Source: an optimization exercise on an open RTL-to-GDS flow (aim: small area, a short achievable clock period and few clock cycles per item). Production flows keep margins and buffers that such runs may drop.
At most, simulation tests tie the RTL to the original design; equivalence was not proved.

## harbor
// instr_mem_sync
module instr_mem_sync #(
    parameter int                DATA_W         = 32,
    parameter int                ADDR_W         = 8,
    parameter int                DEPTH          = 64,
    parameter logic [DATA_W-1:0] DEFAULT_INSTR  = DATA_W'(imem_pkg::NOP_INSTR),
    parameter bit                CLEAR_ON_RESET = 1'b1
) (
    input  logic              clk,
    input  logic              rst_n,
    output logic              init_done,
    input  logic              fetch_req,
    input  logic [ADDR_W-1:0] fetch_addr,
    output logic              fetch_ready,
    output logic [DATA_W-1:0] rdata,
    output logic              rvalid,
    output logic              fetch_err,
    input  logic              prog_we,
    input  logic [ADDR_W-1:0] prog_addr,
    input  logic [DATA_W-1:0] prog_wdata,
    output logic              prog_ack
);
    logic       init_q;       
    logic [2:0] off_q;        
    logic [2:0] offp1_q;      
    logic [2:0] wpos_q;       
    logic [7:0] ins_q;        
    logic       ack_q;
    logic       v1_q, e1_q;   
    logic [63:0] rsel_q;
    logic       rvalid_q, err_q;
    logic [DATA_W-1:0] rdata_q;
    logic [DATA_W-1:0] ram_rdata, din;
    logic       fetch_acc, fetch_al, prog_al, prog_go, prog_hit;
    logic [2:0] rpos_idx, fetch_i, prog_i;
    assign fetch_acc = fetch_req && init_q;
  ...
==> module imem_ram, before the edit <==
module imem_ram #(
    parameter int DATA_W = 32
) (
    input  logic                clk,
    input  logic [7:0]          ins,      
    input  logic [DATA_W-1:0]   din,
    input  logic [63:0]         rsel,     
    output logic [DATA_W-1:0]   rdata     
);
    logic [DATA_W-1:0]   ring_rd [8];
    for (genvar r = 0; r < 8; r++) begin : g_ring
        logic [8*DATA_W-1:0] q;
        always_ff @(posedge clk) begin
            q <= {q[7*DATA_W-1:0], ins[r] ? din : q[8*DATA_W-1 -: DATA_W]};
        end
        always_comb begin
            ring_rd[r] = '0;
            for (int p = 0; p < 8; p++) begin
                ring_rd[r] = ring_rd[r] | (q[p*DATA_W +: DATA_W] & {DATA_W{rsel[8*r+p]}});
            end
        end
    end
    always_comb begin
        rdata = '0;
        for (int r = 0; r < 8; r++) begin
            rdata = rdata | ring_rd[r];
        end
    end
endmodule
==> module instr_mem_sync, before the edit <==
module instr_mem_sync #(
    parameter int                DATA_W         = 32,
    parameter int                ADDR_W         = 8,
    parameter int                DEPTH          = 64,
    parameter logic [DATA_W-1:0] DEFAULT_INSTR  = DATA_W'(imem_pkg::NOP_INSTR),
    parameter bit                CLEAR_ON_RESET = 1'b1
) (
    input  logic              clk,
    input  logic              rst_n,
    output logic              init_done,
    input  logic              fetch_req,
    input  logic [ADDR_W-1:0] fetch_addr,
    output logic              fetch_ready,
    output logic [DATA_W-1:0] rdata,
    output logic              rvalid,
    output logic              fetch_err,
    input  logic              prog_we,
    input  logic [ADDR_W-1:0] prog_addr,
    input  logic [DATA_W-1:0] prog_wdata,
    output logic              prog_ack
);
    logic       init_q;       
    logic [2:0] off_q;        
    logic [2:0] offp1_q;      
    logic [2:0] wpos_q;       
    logic [7:0] ins_q;        
    logic       ack_q;
    logic       v1_q, e1_q;   
    logic [63:0] rsel_q;
    logic       rvalid_q, err_q;
    logic [DATA_W-1:0] rdata_q;
    logic [DATA_W-1:0] ram_rdata, din;
    logic       fetch_acc, fetch_al, prog_al, prog_go, prog_hit;
    logic [2:0] rpos_idx, fetch_i, prog_i;
    assign fetch_acc = fetch_req && init_q;
    assign fetch_al  = (fetch_addr[1:0] == 2'b00);
    assign prog_al   = (prog_addr[1:0] == 2'b00);
    assign prog_go   = prog_we && init_q && !ack_q;
    assign fetch_i   = {fetch_addr[3:2], fetch_addr[7]};
    assign prog_i    = {prog_addr[3:2], prog_addr[7]};
    assign prog_hit  = (prog_i == wpos_q);
    assign rpos_idx  = offp1_q - fetch_i;
    always_ff @(posedge clk or negedge rst_n) begin
        if (!rst_n) begin
            init_q   <= ~CLEAR_ON_RESET;
            off_q    <= 3'd0;
            offp1_q  <= 3'd1;
            wpos_q   <= 3'd2;
            ins_q    <= {8{CLEAR_ON_RESET}};
            ack_q    <= 1'b0;
            v1_q     <= 1'b0;
            e1_q     <= 1'b0;
            rvalid_q <= 1'b0;
            err_q    <= 1'b0;
        end else begin
            off_q    <= off_q + 3'd1;
            offp1_q  <= offp1_q + 3'd1;
            wpos_q   <= wpos_q + 3'd1;
            if (!init_q) begin
                if (off_q == 3'd7) begin
                    init_q <= 1'b1;
                    ins_q  <= 8'd0;
                end
            end else begin
                for (int r = 0; r < 8; r++) begin
                    ins_q[r] <= prog_go && prog_al && prog_hit && (prog_addr[6:4] == 3'(r));
                end
            end
            ack_q    <= prog_go && (!prog_al || prog_hit);
            v1_q     <= fetch_acc;
            e1_q     <= fetch_acc && !fetch_al;
            rvalid_q <= v1_q;
            err_q    <= e1_q;
        end
    end
    always_ff @(posedge clk) begin
        for (int k = 0; k < 64; k++) begin
            rsel_q[k] <= fetch_al && (fetch_addr[6:4] == 3'(k / 8)) && (rpos_idx == 3'(k % 8));
        end
        rdata_q <= ram_rdata | (e1_q ? DEFAULT_INSTR : '0);
    end
    assign din = init_q ? prog_wdata : DEFAULT_INSTR;
    imem_ram #(
        .DATA_W (DATA_W)
    ) u_ram (
        .clk   (clk),
        .ins   (ins_q),
        .din   (din),
        .rsel  (rsel_q),
        .rdata (ram_rdata)
    );
    assign init_done   = init_q;
    assign fetch_ready = init_q;
    assign rdata       = rdata_q;
    assign rvalid      = rvalid_q;
    assign fetch_err   = err_q;
    assign prog_ack    = ack_q;
endmodule
Settings: LEC_CHECK=0, CAP_MARGIN=20, CORE_MARGIN=2, CORE_UTILIZATION=40, SETUP_SLACK_MARGIN=0.7, SLEW_MARGIN=20; clock period 3.1 ns.
run.sh (not shown) runs the stock make flow with config.mk's settings and CLKGATE_MAP_FILE= SYNTH_SCRIPT=/design/flow/synth_recipe.tcl, a recipe that flattens the netlist after the stock synthesis.
> inputs changed (harbor -> maple)
diff --git a/flow/design.v b/flow/design.v
--- a/flow/design.v
+++ b/flow/design.v
@@ -22,9 +22,11 @@
     input  logic                clk,
     input  logic [7:0]          ins,      
     input  logic [DATA_W-1:0]   din,
-    input  logic [63:0]         rsel,     
+    input  logic [7:0]          rring,    
+    input  logic [7:0]          rpos,     
     output logic [DATA_W-1:0]   rdata     
 );
+    logic [8*DATA_W-1:0] ring_q [8];
     logic [DATA_W-1:0]   ring_rd [8];
     for (genvar r = 0; r < 8; r++) begin : g_ring
         logic [8*DATA_W-1:0] q;
@@ -34,14 +36,14 @@
         always_comb begin
             ring_rd[r] = '0;
             for (int p = 0; p < 8; p++) begin
-                ring_rd[r] = ring_rd[r] | (q[p*DATA_W +: DATA_W] & {DATA_W{rsel[8*r+p]}});
+                ring_rd[r] = ring_rd[r] | (q[p*DATA_W +: DATA_W] & {DATA_W{rpos[p]}});
             end
         end
     end
     always_comb begin
         rdata = '0;
         for (int r = 0; r < 8; r++) begin
-            rdata = rdata | ring_rd[r];
+            rdata = rdata | (ring_rd[r] & {DATA_W{rring[r]}});
         end
     end
 endmodule
@@ -73,7 +75,7 @@
     logic [7:0] ins_q;        
     logic       ack_q;
     logic       v1_q, e1_q;   
-    logic [63:0] rsel_q;
+    logic [7:0] rring_q, rpos_q;
     logic       rvalid_q, err_q;
     logic [DATA_W-1:0] rdata_q;
     logic [DATA_W-1:0] ram_rdata, din;
@@ -121,8 +123,9 @@
         end
     end
     always_ff @(posedge clk) begin
-        for (int k = 0; k < 64; k++) begin
-            rsel_q[k] <= fetch_al && (fetch_addr[6:4] == 3'(k / 8)) && (rpos_idx == 3'(k % 8));
+        for (int k = 0; k < 8; k++) begin
+            rring_q[k] <= (fetch_addr[6:4] == 3'(k));
+            rpos_q[k]  <= fetch_al && (rpos_idx == 3'(k));
         end
         rdata_q <= ram_rdata | (e1_q ? DEFAULT_INSTR : '0);
     end
@@ -133,7 +136,8 @@
         .clk   (clk),
         .ins   (ins_q),
         .din   (din),
-        .rsel  (rsel_q),
+        .rring (rring_q),
+        .rpos  (rpos_q),
         .rdata (ram_rdata)
     );
     assign init_done   = init_q;
Synthesized cell count delta for maple relative to harbor: 191 higher. When the final numbers for harbor and maple were put side by side, the final period demand of the worst path turned out to be smaller in maple. Length of routed met2 wiring (harbor / maple): 1.4. Via count in maple is 3578 below harbor. [maple vs harbor] post-route standard cell area excluding fillers: lower in maple. Re relative area of non-clock buffer cells in the final design: harbor and maple aren't equal, and the lower value belongs to harbor.
Testbench counts of maple, summed over its fixed seeds: cycles 13,090, items 12,000.
For harbor, only the layout was checked, not whether the RTL still works.

---

purple:
The RTL this note starts from:
==> flow/design.v <==
package imem_pkg;
    localparam logic [31:0] NOP_INSTR = 32'h00000013;
    typedef enum logic {
        INIT,
        READY
    } state_t;
    typedef enum logic [1:0] {
        RD_ZERO,
        RD_RAM,
        RD_DFLT
    } rd_src_t;
    function automatic logic [31:0] word_index(input logic [31:0] addr);
        word_index = addr >> 2;
    endfunction
    function automatic logic addr_ok(input logic [31:0] addr, input logic [31:0] depth);
        addr_ok = (addr[1:0] == 2'b00) && (word_index(addr) < depth);
    endfunction
endpackage
module imem_ram #(
    parameter int DATA_W = 32
) (
    input  logic                clk,
    input  logic [7:0]          ins,      
    input  logic [DATA_W-1:0]   din,
    input  logic [7:0]          rring,    
    input  logic [7:0]          rpos,     
    output logic [DATA_W-1:0]   rdata     
);
    logic [8*DATA_W-1:0] ring_q [8];
    logic [DATA_W-1:0]   ring_rd [8];
    for (genvar r = 0; r < 8; r++) begin : g_ring
        logic [8*DATA_W-1:0] q;
        always_ff @(posedge clk) begin
            q <= {q[7*DATA_W-1:0], ins[r] ? din : q[8*DATA_W-1 -: DATA_W]};
        end
        always_comb begin
            ring_rd[r] = '0;
            for (int p = 0; p < 8; p++) begin
                ring_rd[r] = ring_rd[r] | (q[p*DATA_W +: DATA_W] & {DATA_W{rpos[p]}});
            end
        end
    end
    always_comb begin
        rdata = '0;
        for (int r = 0; r < 8; r++) begin
            rdata = rdata | (ring_rd[r] & {DATA_W{rring[r]}});
        end
    end
endmodule
module instr_mem_sync #(
    parameter int                DATA_W         = 32,
    parameter int                ADDR_W         = 8,
    parameter int                DEPTH          = 64,
    parameter logic [DATA_W-1:0] DEFAULT_INSTR  = DATA_W'(imem_pkg::NOP_INSTR),
    parameter bit                CLEAR_ON_RESET = 1'b1
) (
    input  logic              clk,
    input  logic              rst_n,
    output logic              init_done,
    input  logic              fetch_req,
    input  logic [ADDR_W-1:0] fetch_addr,
    output logic              fetch_ready,
    output logic [DATA_W-1:0] rdata,
    output logic              rvalid,
    output logic              fetch_err,
    input  logic              prog_we,
    input  logic [ADDR_W-1:0] prog_addr,
    input  logic [DATA_W-1:0] prog_wdata,
    output logic              prog_ack
);
    logic       init_q;       
    logic       rdy_q;        
    logic       fr_q;         
    logic [2:0] off_q;        
    logic [7:0] offoh_q;      
    logic [2:0] wpos_q;       
    logic [7:0] ins_q;        
    logic       ack_q;
    logic       v1_q, e1_q;   
    logic [7:0] rring_q, rpos_q;
    logic       rvalid_q, err_q;      
    logic       rvalid2_q, err2_q;    
    logic [DATA_W-1:0] rdata_q, rdata2_q;
    logic [DATA_W-1:0] ram_rdata, din;
    logic       fetch_acc, fetch_al, prog_al, prog_go, prog_hit;
    logic [7:0] rpos_oh;
    logic [2:0] fetch_i, prog_i;
    assign fetch_acc = fetch_req && fr_q;
    assign fetch_al  = (fetch_addr[1:0] == 2'b00);
    assign prog_al   = (prog_addr[1:0] == 2'b00);
    assign prog_go   = prog_we && init_q && !ack_q;
    assign fetch_i   = {fetch_addr[3:2], fetch_addr[7]};
    assign prog_i    = {prog_addr[3:2], prog_addr[7]};
    assign prog_hit  = (prog_i == wpos_q);
    always_comb begin
        for (int k = 0; k < 8; k++) begin
            rpos_oh[k] = offoh_q[3'(fetch_i + 3'(k))];
        end
    end
    always_ff @(posedge clk or negedge rst_n) begin
        if (!rst_n) begin
            init_q   <= ~CLEAR_ON_RESET;
            rdy_q    <= ~CLEAR_ON_RESET;
            fr_q     <= ~CLEAR_ON_RESET;
            rvalid2_q <= 1'b0;
            err2_q   <= 1'b0;
            off_q    <= 3'd0;
            offoh_q  <= 8'b0000_0010;
            wpos_q   <= 3'd2;
            ins_q    <= {8{CLEAR_ON_RESET}};
            ack_q    <= 1'b0;
            v1_q     <= 1'b0;
            e1_q     <= 1'b0;
            rvalid_q <= 1'b0;
            err_q    <= 1'b0;
        end else begin
            off_q    <= off_q + 3'd1;
            offoh_q  <= {offoh_q[6:0], offoh_q[7]};
            wpos_q   <= wpos_q + 3'd1;
            rdy_q    <= init_q;
            fr_q     <= rdy_q;
            rvalid2_q <= rvalid_q;
            err2_q   <= err_q;
            if (!init_q) begin
                if (off_q == 3'd7) begin
                    init_q <= 1'b1;
                    ins_q  <= 8'd0;
                end
            end else begin
                for (int r = 0; r < 8; r++) begin
                    ins_q[r] <= prog_go && prog_al && prog_hit && (prog_addr[6:4] == 3'(r));
                end
            end
            ack_q    <= prog_go && (!prog_al || prog_hit);
            v1_q     <= fetch_acc;
            e1_q     <= fetch_acc && !fetch_al;
            rvalid_q <= v1_q;
            err_q    <= e1_q;
        end
    end
    always_ff @(posedge clk) begin
        for (int k = 0; k < 8; k++) begin
            rring_q[k] <= (fetch_addr[6:4] == 3'(k));
            rpos_q[k]  <= fetch_al && rpos_oh[k];
        end
        rdata_q <= ram_rdata | (e1_q ? DEFAULT_INSTR : '0);
        rdata2_q <= rdata_q;
    end
    assign din = init_q ? prog_wdata : DEFAULT_INSTR;
    imem_ram #(
        .DATA_W (DATA_W)
    ) u_ram (
        .clk   (clk),
        .ins   (ins_q),
        .din   (din),
        .rring (rring_q),
        .rpos  (rpos_q),
        .rdata (ram_rdata)
    );
    assign init_done   = rdy_q;
    assign fetch_ready = fr_q;
    assign rdata       = rdata2_q;
    assign rvalid      = rvalid2_q;
    assign fetch_err   = err2_q;
    assign prog_ack    = ack_q;
endmodule
clock: 3.1 ns
lec_check: 0
cap_margin: 20
core_margin: 2
core_utilization: 65
cts_cluster_diameter: 60
cts_cluster_size: 24
place_density: 0.75
setup_slack_margin: 1.3
slew_margin: 20
The inputs of orange differ from those of purple as listed below.
==> flow/design.v, changed modules only <==
module instr_mem_sync #(
    parameter int                DATA_W         = 32,
    parameter int                ADDR_W         = 8,
    parameter int                DEPTH          = 64,
    parameter logic [DATA_W-1:0] DEFAULT_INSTR  = DATA_W'(imem_pkg::NOP_INSTR),
    parameter bit                CLEAR_ON_RESET = 1'b1
) (
    input  logic              clk,
    input  logic              rst_n,
    output logic              init_done,
    input  logic              fetch_req,
    input  logic [ADDR_W-1:0] fetch_addr,
    output logic              fetch_ready,
    output logic [DATA_W-1:0] rdata,
    output logic              rvalid,
    output logic              fetch_err,
    input  logic              prog_we,
    input  logic [ADDR_W-1:0] prog_addr,
    input  logic [DATA_W-1:0] prog_wdata,
    output logic              prog_ack
);
    logic       init_q;       
    logic       clr_q;        
    logic       rdy_q;        
    logic [2:0] off_q;        
    logic [7:0] offoh_q;      
    logic [2:0] wpos_q;       
    logic [7:0] ins_q;        
    logic       ack_q;
    logic       v1_q, e1_q;   
    logic [7:0] rring_q, rpos_q;
    logic       rvalid_q, err_q;
    logic [DATA_W-1:0] rdata_q;
    logic [DATA_W-1:0] ram_rdata, din;
    logic       fetch_acc, fetch_al, prog_al, prog_go, prog_hit;
    logic [7:0] rpos_oh;
    logic [2:0] fetch_i, prog_i;
    assign fetch_acc = fetch_req && rdy_q;
    assign fetch_al  = (fetch_addr[1:0] == 2'b00);
    assign prog_al   = (prog_addr[1:0] == 2'b00);
    assign prog_go   = prog_we && init_q && !ack_q;
    assign fetch_i   = {fetch_addr[3:2], fetch_addr[7]};
    assign prog_i    = {prog_addr[3:2], prog_addr[7]};
    assign prog_hit  = (prog_i == wpos_q);
    always_comb begin
        for (int k = 0; k < 8; k++) begin
            rpos_oh[k] = offoh_q[3'(fetch_i + 3'(k))];
        end
    end
    always_ff @(posedge clk or negedge rst_n) begin
        if (!rst_n) begin
            init_q   <= ~CLEAR_ON_RESET;
            clr_q    <= CLEAR_ON_RESET;
            rdy_q    <= ~CLEAR_ON_RESET;
            off_q    <= 3'd0;
            offoh_q  <= 8'b0000_0010;
            wpos_q   <= 3'd2;
            ins_q    <= {8{CLEAR_ON_RESET}};
            ack_q    <= 1'b0;
            v1_q     <= 1'b0;
            e1_q     <= 1'b0;
            rvalid_q <= 1'b0;
            err_q    <= 1'b0;
        end else begin
            off_q    <= off_q + 3'd1;
            offoh_q  <= {offoh_q[6:0], offoh_q[7]};
            wpos_q   <= wpos_q + 3'd1;
            rdy_q    <= init_q;
            if (clr_q) begin
                if (off_q == 3'd7) begin
                    init_q <= 1'b1;
                    clr_q  <= 1'b0;
                    ins_q  <= 8'd0;
                end
            end else begin
                for (int r = 0; r < 8; r++) begin
                    ins_q[r] <= prog_go && prog_al && prog_hit && (prog_addr[6:4] == 3'(r));
                end
            end
            ack_q    <= prog_go && (!prog_al || prog_hit);
            v1_q     <= fetch_acc;
            e1_q     <= fetch_acc && !fetch_al;
            rvalid_q <= v1_q;
            err_q    <= e1_q;
        end
    end
    always_ff @(posedge clk) begin
        for (int k = 0; k < 8; k++) begin
            rring_q[k] <= (fetch_addr[6:4] == 3'(k));
            rpos_q[k]  <= fetch_al && rpos_oh[k];
        end
        rdata_q <= ram_rdata | (e1_q ? DEFAULT_INSTR : '0);
    end
    assign din = clr_q ? DEFAULT_INSTR : prog_wdata;
    imem_ram #(
        .DATA_W (DATA_W)
    ) u_ram (
        .clk   (clk),
        .ins   (ins_q),
        .din   (din),
        .rring (rring_q),
        .rpos  (rpos_q),
        .rdata (ram_rdata)
    );
    assign init_done   = init_q;
    assign fetch_ready = rdy_q;
    assign rdata       = rdata_q;
    assign rvalid      = rvalid_q;
    assign fetch_err   = err_q;
    assign prog_ack    = ack_q;
endmodule
==> comparison <==
Both conditions hold for orange: the flow ran to the end and the final layout passed the timing, DRC and antenna checks. orange gives less number of nets produced by synthesis than purple did. Compared to purple, orange has design area about 1.6% higher. purple and orange ended up with nearly the same post-synthesis area per instance. The run showing the smaller data-path buffer share of cell area in the final layout is purple. Sum of met2 wire segment lengths after detailed routing for orange: 5.7% up relative to purple. Taking purple as the reference point, the worst setup slack of orange falls by 0.076 ns. orange reports its top routing layer in use as met4 while purple reports met5. orange — worst setup timing slack at the placement stage 0.022 ns higher, purple as reference. The higher total routing usage reported by global routing of purple and orange is in orange. End of the critical path = rdata_q[0]: orange; end of the critical path = u_ram.g_ring[5].q[28]: purple. Between purple and orange, the difference in worst hold slack is negligible. The inverter count of the layout excluding clock inverters reported for orange is smaller than that of purple by 1. Going from purple to orange, area fraction in and, or, nand and nor cells after synthesis ~0 delta, total stage count of the critical path saw an increase.
Testbench counts of orange, summed over its fixed seeds: cycles 13,090, items 12,000.
The RTL of purple was laid out without a check of its function.

==> re-timing with driven ports <==
No port has a modelled driver above. Below, the same layouts with a new extraction and two added sets of constraints.
Step 1: set_driving_cell puts a clkbuf_16 on clk and a buf_2 on each other input, an assumption about the parent block.
Step 2, shift: input delay + t, output delay - t, t = (earliest + latest rising clock arrival at the registers) / 2. This alone moves slack from input paths to output paths.
Slacks: no drivers / after step 1 / after step 2; pairs: no drivers / after step 1.
| run | shift t [ns] | slack for setup (ns) | clock arrival spread, ns |
|---|---|---|---|
| harbor | 0.872 | 0.724 / 0.645 / 0.069 | 0.036 / 0.036 |
| maple | 0.883 | 0.765 / 0.690 / 0.596 | 0.036 / 0.036 |
| purple | 0.782 | 1.180 / 1.147 / 0.769 | 0.040 / 0.040 |
| orange | 0.779 | 1.103 / 1.103 / 0.685 | 0.030 / 0.030 |
After both steps setup and hold are still met in every run listed. The setup slack of harbor, which loses most, moves by -0.079 ns with the drivers and by -0.655 ns with both steps.
